Background: an optimization exercise with open tools, aiming at small area, a short achievable clock period and few clock cycles per item. Do not read the settings as production practice.
The RTL was checked by simulation tests, not by an equivalence proof against the original design.
Power figures rest on the tool's default switching activity, not on a simulated workload.

===== design/flow/design.v =====
package fol_pkg;
  localparam int unsigned KEY_W       = 8;
  localparam int unsigned POS_W       = 3;
  localparam int unsigned HIT_COUNT_W = 16;
  typedef enum logic [2:0] {
    S_IDLE = 3'b001,
    S_FIND = 3'b010,
    S_MOVE = 3'b100
  } state_e;
  typedef struct packed {
    logic load_key;
    logic find_en;
    logic move_en;
  } cmd_t;
endpackage
module fol_ctrl (
  input  logic          clk_i,
  input  logic          rst_ni,
  input  logic          in_valid_i,
  output logic          in_ready_o,
  output logic          out_valid_o,
  input  logic          out_ready_i,
  output fol_pkg::cmd_t cmd_o
);
  fol_pkg::state_e state_q, state_d;
  logic            out_valid_q, out_valid_d;
  logic            out_free;
  logic            accept;
  assign out_free   = !out_valid_q || out_ready_i;
  assign in_ready_o = (state_q == fol_pkg::S_IDLE) ||
                      ((state_q == fol_pkg::S_MOVE) && out_free);
  assign accept     = in_valid_i && in_ready_o;
  assign cmd_o.load_key = accept;
  assign cmd_o.find_en  = (state_q == fol_pkg::S_FIND);
  assign cmd_o.move_en  = (state_q == fol_pkg::S_MOVE) && out_free;
  always_comb begin
    state_d = state_q;
    case (state_q)
      fol_pkg::S_IDLE: begin
        if (accept) state_d = fol_pkg::S_FIND;
      end
      fol_pkg::S_FIND: begin
        state_d = fol_pkg::S_MOVE;
      end
      fol_pkg::S_MOVE: begin
        if (out_free) state_d = accept ? fol_pkg::S_FIND : fol_pkg::S_IDLE;
      end
      default: begin
        state_d = fol_pkg::S_IDLE;
      end
    endcase
  end
  always_comb begin
    out_valid_d = out_valid_q;
    if (cmd_o.move_en) begin
      out_valid_d = 1'b1;
    end else if (out_ready_i) begin
      out_valid_d = 1'b0;
    end
  end
  always_ff @(posedge clk_i or negedge rst_ni) begin
    if (!rst_ni) begin
      state_q     <= fol_pkg::S_IDLE;
      out_valid_q <= 1'b0;
    end else begin
      state_q     <= state_d;
      out_valid_q <= out_valid_d;
    end
  end
  assign out_valid_o = out_valid_q;
endmodule
module fol_datapath #(
  parameter int unsigned ENTRIES    = 8,
  parameter int unsigned COUNT_BITS = 16
) (
  input  logic                              clk_i,
  input  logic                              rst_ni,
  input  fol_pkg::cmd_t                     cmd_i,
  input  logic [fol_pkg::KEY_W-1:0]         key_i,
  output logic                              hit_o,
  output logic [fol_pkg::POS_W-1:0]         old_position_o,
  output logic [fol_pkg::POS_W-1:0]         new_position_o,
  output logic [fol_pkg::HIT_COUNT_W-1:0]   hit_count_o
);
  localparam int unsigned IDX_W = $clog2(ENTRIES);
  localparam logic [COUNT_BITS-1:0] COUNT_MAX = '1;
  logic [fol_pkg::KEY_W-1:0] keys_q   [ENTRIES];
  logic [COUNT_BITS-1:0]     counts_q [ENTRIES];
  logic [fol_pkg::KEY_W-1:0] key_q;
  logic                      found_q, found_d;
  logic [IDX_W-1:0]          pos_q, pos_d;
  logic [COUNT_BITS-1:0]     cnt_q, cnt_d;
  logic [COUNT_BITS-1:0]     cur_cnt;
  logic [IDX_W-1:0]          dst;
  logic                           hit_q;
  logic [fol_pkg::POS_W-1:0]      old_pos_q;
  logic [fol_pkg::POS_W-1:0]      new_pos_q;
  logic [fol_pkg::HIT_COUNT_W-1:0] hit_cnt_q;
  always_comb begin
    found_d = 1'b0;
    pos_d   = '0;
    for (int i = ENTRIES - 1; i >= 0; i--) begin
      if (keys_q[i] == key_q) begin
        found_d = 1'b1;
        pos_d   = IDX_W'(i);
      end
    end
    cur_cnt = counts_q[pos_d];
    cnt_d   = (cur_cnt == COUNT_MAX) ? cur_cnt : cur_cnt + COUNT_BITS'(1);
  end
  always_comb begin
    dst = pos_q;
    for (int i = ENTRIES - 1; i >= 0; i--) begin
      if ((IDX_W'(i) < pos_q) && (counts_q[i] <= cnt_q)) dst = IDX_W'(i);
    end
  end
  always_ff @(posedge clk_i) begin
    if (cmd_i.load_key) key_q <= key_i;
    if (cmd_i.find_en) begin
      found_q <= found_d;
      pos_q   <= pos_d;
      cnt_q   <= cnt_d;
    end
    if (cmd_i.move_en) begin
      hit_q     <= found_q;
      old_pos_q <= found_q ? fol_pkg::POS_W'(pos_q) : '0;
      new_pos_q <= found_q ? fol_pkg::POS_W'(dst) : '0;
      hit_cnt_q <= found_q ? fol_pkg::HIT_COUNT_W'(cnt_q) : '0;
    end
  end
  always_ff @(posedge clk_i or negedge rst_ni) begin
    if (!rst_ni) begin
      for (int i = 0; i < ENTRIES; i++) begin
        keys_q[i]   <= fol_pkg::KEY_W'(i + 1);
        counts_q[i] <= '0;
      end
    end else if (cmd_i.move_en && found_q) begin
      if (dst == '0) begin
        keys_q[0]   <= key_q;
        counts_q[0] <= cnt_q;
      end
      for (int i = 1; i < ENTRIES; i++) begin
        if (IDX_W'(i) == dst) begin
          keys_q[i]   <= key_q;
          counts_q[i] <= cnt_q;
        end else if ((IDX_W'(i) > dst) && (IDX_W'(i) <= pos_q)) begin
          keys_q[i]   <= keys_q[i-1];
          counts_q[i] <= counts_q[i-1];
        end
      end
    end
  end
  assign hit_o          = hit_q;
  assign old_position_o = old_pos_q;
  assign new_position_o = new_pos_q;
  assign hit_count_o    = hit_cnt_q;
endmodule
module frequency_ordered_list_top (
  input  logic                              clk_i,
  input  logic                              rst_ni,
  input  logic                              in_valid_i,
  output logic                              in_ready_o,
  input  logic [fol_pkg::KEY_W-1:0]         in_key_i,
  output logic                              out_valid_o,
  input  logic                              out_ready_i,
  output logic                              out_hit_o,
  output logic [fol_pkg::POS_W-1:0]         out_old_position_o,
  output logic [fol_pkg::POS_W-1:0]         out_new_position_o,
  output logic [fol_pkg::HIT_COUNT_W-1:0]   out_hit_count_o
);
  localparam int unsigned ENTRIES    = 8;
  localparam int unsigned COUNT_BITS = 16;
  fol_pkg::cmd_t cmd;
  fol_ctrl u_ctrl (
    .clk_i      (clk_i),
    .rst_ni     (rst_ni),
    .in_valid_i (in_valid_i),
    .in_ready_o (in_ready_o),
    .out_valid_o(out_valid_o),
    .out_ready_i(out_ready_i),
    .cmd_o      (cmd)
  );
  fol_datapath #(
    .ENTRIES   (ENTRIES),
    .COUNT_BITS(COUNT_BITS)
  ) u_dp (
    .clk_i         (clk_i),
    .rst_ni        (rst_ni),
    .cmd_i         (cmd),
    .key_i         (in_key_i),
    .hit_o         (out_hit_o),
    .old_position_o(out_old_position_o),
    .new_position_o(out_new_position_o),
    .hit_count_o   (out_hit_count_o)
  );
endmodule

===== design/flow/run.sh =====
#!/bin/bash
# synth_recipe.tcl (not shown) runs the flow's synth.tcl, then flattens the netlist and writes it again
# the make line also repeats each setting of config.mk as NAME=value (left out here)
make -C /OpenROAD-flow-scripts/flow DESIGN_CONFIG=/design/flow/config.mk WORK_HOME=/design/flow/orfs CLKGATE_MAP_FILE= SYNTH_SCRIPT=/design/flow/synth_recipe.tcl finish

===== design/flow/config.mk =====
export PLATFORM = sky130hd
export DESIGN_NAME = frequency_ordered_list_top
export DESIGN_NICKNAME = frequency_ordered_list_top
export VERILOG_FILES = /design/flow/design.v
export SDC_FILE = /design/flow/constraint.sdc
export NUM_CORES = 4
export LEC_CHECK = 0
export CAP_MARGIN = 20
export CORE_MARGIN = 2
export CORE_UTILIZATION = 40
export SETUP_SLACK_MARGIN = 0.3
export SLEW_MARGIN = 20

===== design/flow/constraint.sdc =====
create_clock -name core_clock -period 5.0 [get_ports {clk_i}]
set_input_delay 1.0000 -clock core_clock [delete_from_list [all_inputs] [get_ports {clk_i}]]
set_output_delay 1.0000 -clock core_clock [all_outputs]
set_load 0.01 [all_outputs]

==> metrics.csv <==
stage,metric,value,unit
setup_path,crit_path_end_kind,flip-flop,
power_and_ir_drop,ir_drop,316.7,uV
setup_path,critPathMaxFanout,13,
power_and_ir_drop,p_per_area,540.2,nW/um^2
floorplan,die_h,204.2,um
timing,drv_slew,0,
global_route,grt_pass1_wl,88140,um
global_route,grtUsageTotal,0.2836,
setup_path,path_buf_inv,2,
setup_path,worstSetupStartpointType,flip-flop,
timing,min_period,4.500,ns
synthesis,synthArstFlopShare,0.7935,
timing,setup_tns,0,ns
outcome,run_status,timing/DRC/antenna clean,
placed_design,port_buffers,36,
setup_path,setup.worst_path.end,u_dp.cnt_q[15],
synthesis,synth-edff-count,51,
clock_network,cts_made_buffers,29,
setup_path,cpLargestDelayFamily,simple AND/OR/NAND/NOR gates,
routing,drc,0,
synthesis,yosysWarnings,4,
setup_path,r2r-end,u_dp.cnt_q[15],
placed_design,pre_cts_ws,0.1621,ns
timing,worst_slew_pin_slew,0.7713,ns
floorplan,coreArea,39640,um^2
global_route,antenna_found_initial,0,
timing,rsz0062_at_grt,true,
floorplan,dieArea,41690,um^2
clock_network,clk-insertion-delay-late,0.58,ns
timing,finalWorstSetupSlack,0.5002,ns
synthesis,yosysTopAreaCellShare,0.2841,
global_route,grt_max_degree,92,
setup_path,crit_start,u_dp.key_q[5],
layout,fin_util,0.4650,
setup_path,r2r_start,u_dp.key_q[5],
clock_network,clock_tree.root_cell,clkbuf_16,
layout,fillCellCount,3735,
clock_network,cts_buffer_depth,3,
floorplan,rows,73,
synthesis,synthSimpleGateAreaFrac,0.1414,
synthesis,synth.distinct_cells,86,
setup_path,cp.depth,14,
layout,final_common_cell,dfrtp_1,
synthesis,syn-num-nets,1755,
layout,layout.nets,1794,
clock_network,cts.clk_slew.worst_paths,0.06,ns
routing,dr_total_vias,13477,
floorplan,initial_core_util,0.4044,
synthesis,synth_mux_area_frac,0.1123,
routing,post_drt_wl_per_cell,26.38,um
placed_design,dp_hpwl,42450,um
power_and_ir_drop,p_leak,8.149,nW
clock_network,cts_sinks,247,
routing,wirelength,58470,um
routing,ant_nets,0,
timing,period_share,0.9000,
synthesis,seq_area_frac_synth,0.4026,
setup_path,ff2ff_path_depth,14,
clock_network,tritoncts,done,
timing,fmax,222.2,MHz
worst_hold_path,worstHoldPathType,input pin to asynchronous set/reset pin,
clock_network,cts_max_level,1,
routing,drt-initial-drc-count,1358,
setup_path,worstPathArrival,4.83,ns
synthesis,synth_adder_area_share,0.08820,
setup_path,slowest_stage,or4_4,
setup_path,cp_slowest_stage_delay,0.60,ns
synthesis,synth_ff_type,dfrtp_1,
setup_path,regToRegSetupSlack,0.50,ns
clock_network,hold_buffers,0,
timing,fin_skew,0.01385,ns
global_route,gr-total-overflow,0,
setup_path,critPathKind,flip-flop to flip-flop,
synthesis,synthCells,1630,
setup_path,path_cells,buf_4 -> xor2_1 -> nor4_1 -> and2_1 -> nor2_2 -> o21ai_4 -> inv_2 -> a221oi_1 -> a211oi_2 -> nor2_4 -> nand4_4 -> or4_4 -> nor3_2 -> mux2_2,
synthesis,ys_ff_latch,247,
flow_run,drv_cap,0,
synthesis,synth_compound_area_frac,0.1734,
synthesis,synth-xor-area-share,0.03825,
timing,max_slew_margin,0.4814,
routing,vias_per_cell,6.082,
layout,antenna_cells,0,
timing,hold_violations,0,
layout,syn2layout_area_growth,14.99,%
layout,drive_gt1_frac,0.1396,
synthesis,syn_avg_cell_area,9.835,um^2
global_route,grt_pass1_vias,13250,
floorplan,pin_count,37,
routing,first_pass_iters,6,
timing,setup_viol,0,
placed_design,gp_congestion,0.9994,
setup_path,cp.required,5.33,ns
synthesis,syn-cell-area,16030,um^2
layout,final_cell_mix,"dfrtp_1, nor2_1, a21oi_1",
synthesis,synth_top_cell_by_area,dfrtp_1,
synthesis,synth_area_leaders,"dfrtp_1, edfxtp_1, mux2i_1, ha_1, a21oi_1",
floorplan,die_w,204.2,um
synthesis,synth_top_family_by_area,compound AO/OA/AOI/OAI gates,
==> cell usage after synthesis, types with 24 or more instances <==
cell and number:
mux2_2 29, and2_1 34, edfxtp_1 51, o21ai_0 43, dfrtp_1 182, a21o_1 25, mux2i_1 145, inv_1 40
nand3_1 32, o21a_1 24, a22oi_1 27, xor2_1 42, nand2_1 59, clkbuf_1 74, ha_1 113, a21oi_1 181
nand4_1 32, o2bb2ai_1 24, xnor2_1 28, nor2_1 183
==> area by class of cell <==
cell class                      instances  area [um^2]  share of cell area
Clock buffer                           44        874.6             0.04745
Tap cell                              525        656.9             0.03564
Clock inverter                          9        83.83            0.004548
Multi-Input combinational cell       1228         9020              0.4893
Timing Repair Buffer                  120         1182             0.06415
Inverter                               43        161.4            0.008756
Sequential cell                       247         6454              0.3501
==> state kept, by name, summed over array words and instances, names as in the netlist <==
signal	count
u_dp.hit_q	1
u_dp.counts_q	128
u_dp.keys_q	64
u_dp.new_pos_q	3
u_dp.old_pos_q	3
u_dp.found_q	1
u_ctrl.out_valid_q	1
u_ctrl.state_q	3
u_dp.cnt_q	16
u_dp.pos_q	3
u_dp.key_q	8
u_dp.hit_cnt_q	16
==> metrics by stage <==
step                      power (mW)  std cells  hold WS [ns]  cell area, um^2
after global routing           10.54       2216        0.5208            18430
after CTS                      9.855       2204        0.5115            18290
final                          9.957       2216        0.4842            18430
after floorplan                6.102       1630        0.4798            16030
after detailed placement       7.658       2151        0.4975            17320
after global placement         7.564       2151        0.4938            17320
==> logic make-up after synthesis <==
kind of cell / after synthesis
flip-flops: 247
adder cells (fa/ha/maj): 113
multiplexers: 176
buffers and inverters: 155
XOR/XNOR: 70
AO/OA/AOI/OAI: 425
AND/OR/NAND/NOR: 444
==> power by group <==
group	total (mW)	internal [mW]	switching, mW	leakage, nW
Clock	2.16	1.26	0.906	0.466
Combinational	3.94	1.71	2.23	4.68
Sequential	3.85	2.81	1.05	3.00
Total	9.96	5.77	4.18	8.15
==> repair_timing <==
item,4_1_cts,5_1_grt
gates resized for setup,3,10
endpoints found under the hold margin,0,0
setup buffers,0,12
pin swaps,0,3
setup endpoints to repair,8,24
==> worst min path at each step <==
stage                               end  slack, ns               from
finish              u_dp.counts_q[3][0]       0.48             rst_ni
global route        u_dp.counts_q[2][1]       0.52             rst_ni
CTS                   u_dp.keys_q[4][0]       0.51  u_dp.keys_q[4][0]
global placement      u_ctrl.state_q[2]       0.49  u_ctrl.state_q[0]
floorplan             u_dp.keys_q[4][0]       0.48  u_dp.keys_q[4][0]
detailed placement    u_dp.keys_q[4][2]       0.50  u_dp.keys_q[4][2]
==> metal layers <==
| metal | up-vias | GRT usage | part of all wire |
|---|---|---|---|
| met1 | 6679 | 0.4039 | 0.45 |
| met2 | 588 | 0.4275 | 0.43 |
| met5 | - | 0 | 0 |
| met4 | 0 | 0.1263 | 0.049 |
| met3 | 142 | 0.04050 | 0.071 |
| li1 | 6068 | - | - |
Testbench counts, summed over its fixed seeds: cycles 24,016, items 12,000.

## what the ideal ports hide
Ports are ideal in the flow. The routed layout listed here was re-timed in OpenROAD.
Step 1: set_driving_cell puts a clkbuf_16 on clk_i and a buf_2 on each other input, an assumption about the parent block.
Step 2, shift: input delay + t, output delay - t, t = (earliest + latest rising clock arrival at the registers) / 2. This alone moves slack from input paths to output paths.
Slacks: ideal ports / drivers / drivers and shift; pairs: ideal ports / drivers.
t, ns: 0.626
slack for setup (ns): 0.500 / 0.500 / 0.500
worst setup path after step 2: register to register
slew at the worst register clock pin (ns): 0.07 / 0.07
After both steps setup and hold are still met in this run. The setup slack of this run moves by 0.000 ns with the drivers and by 0.000 ns with both steps.
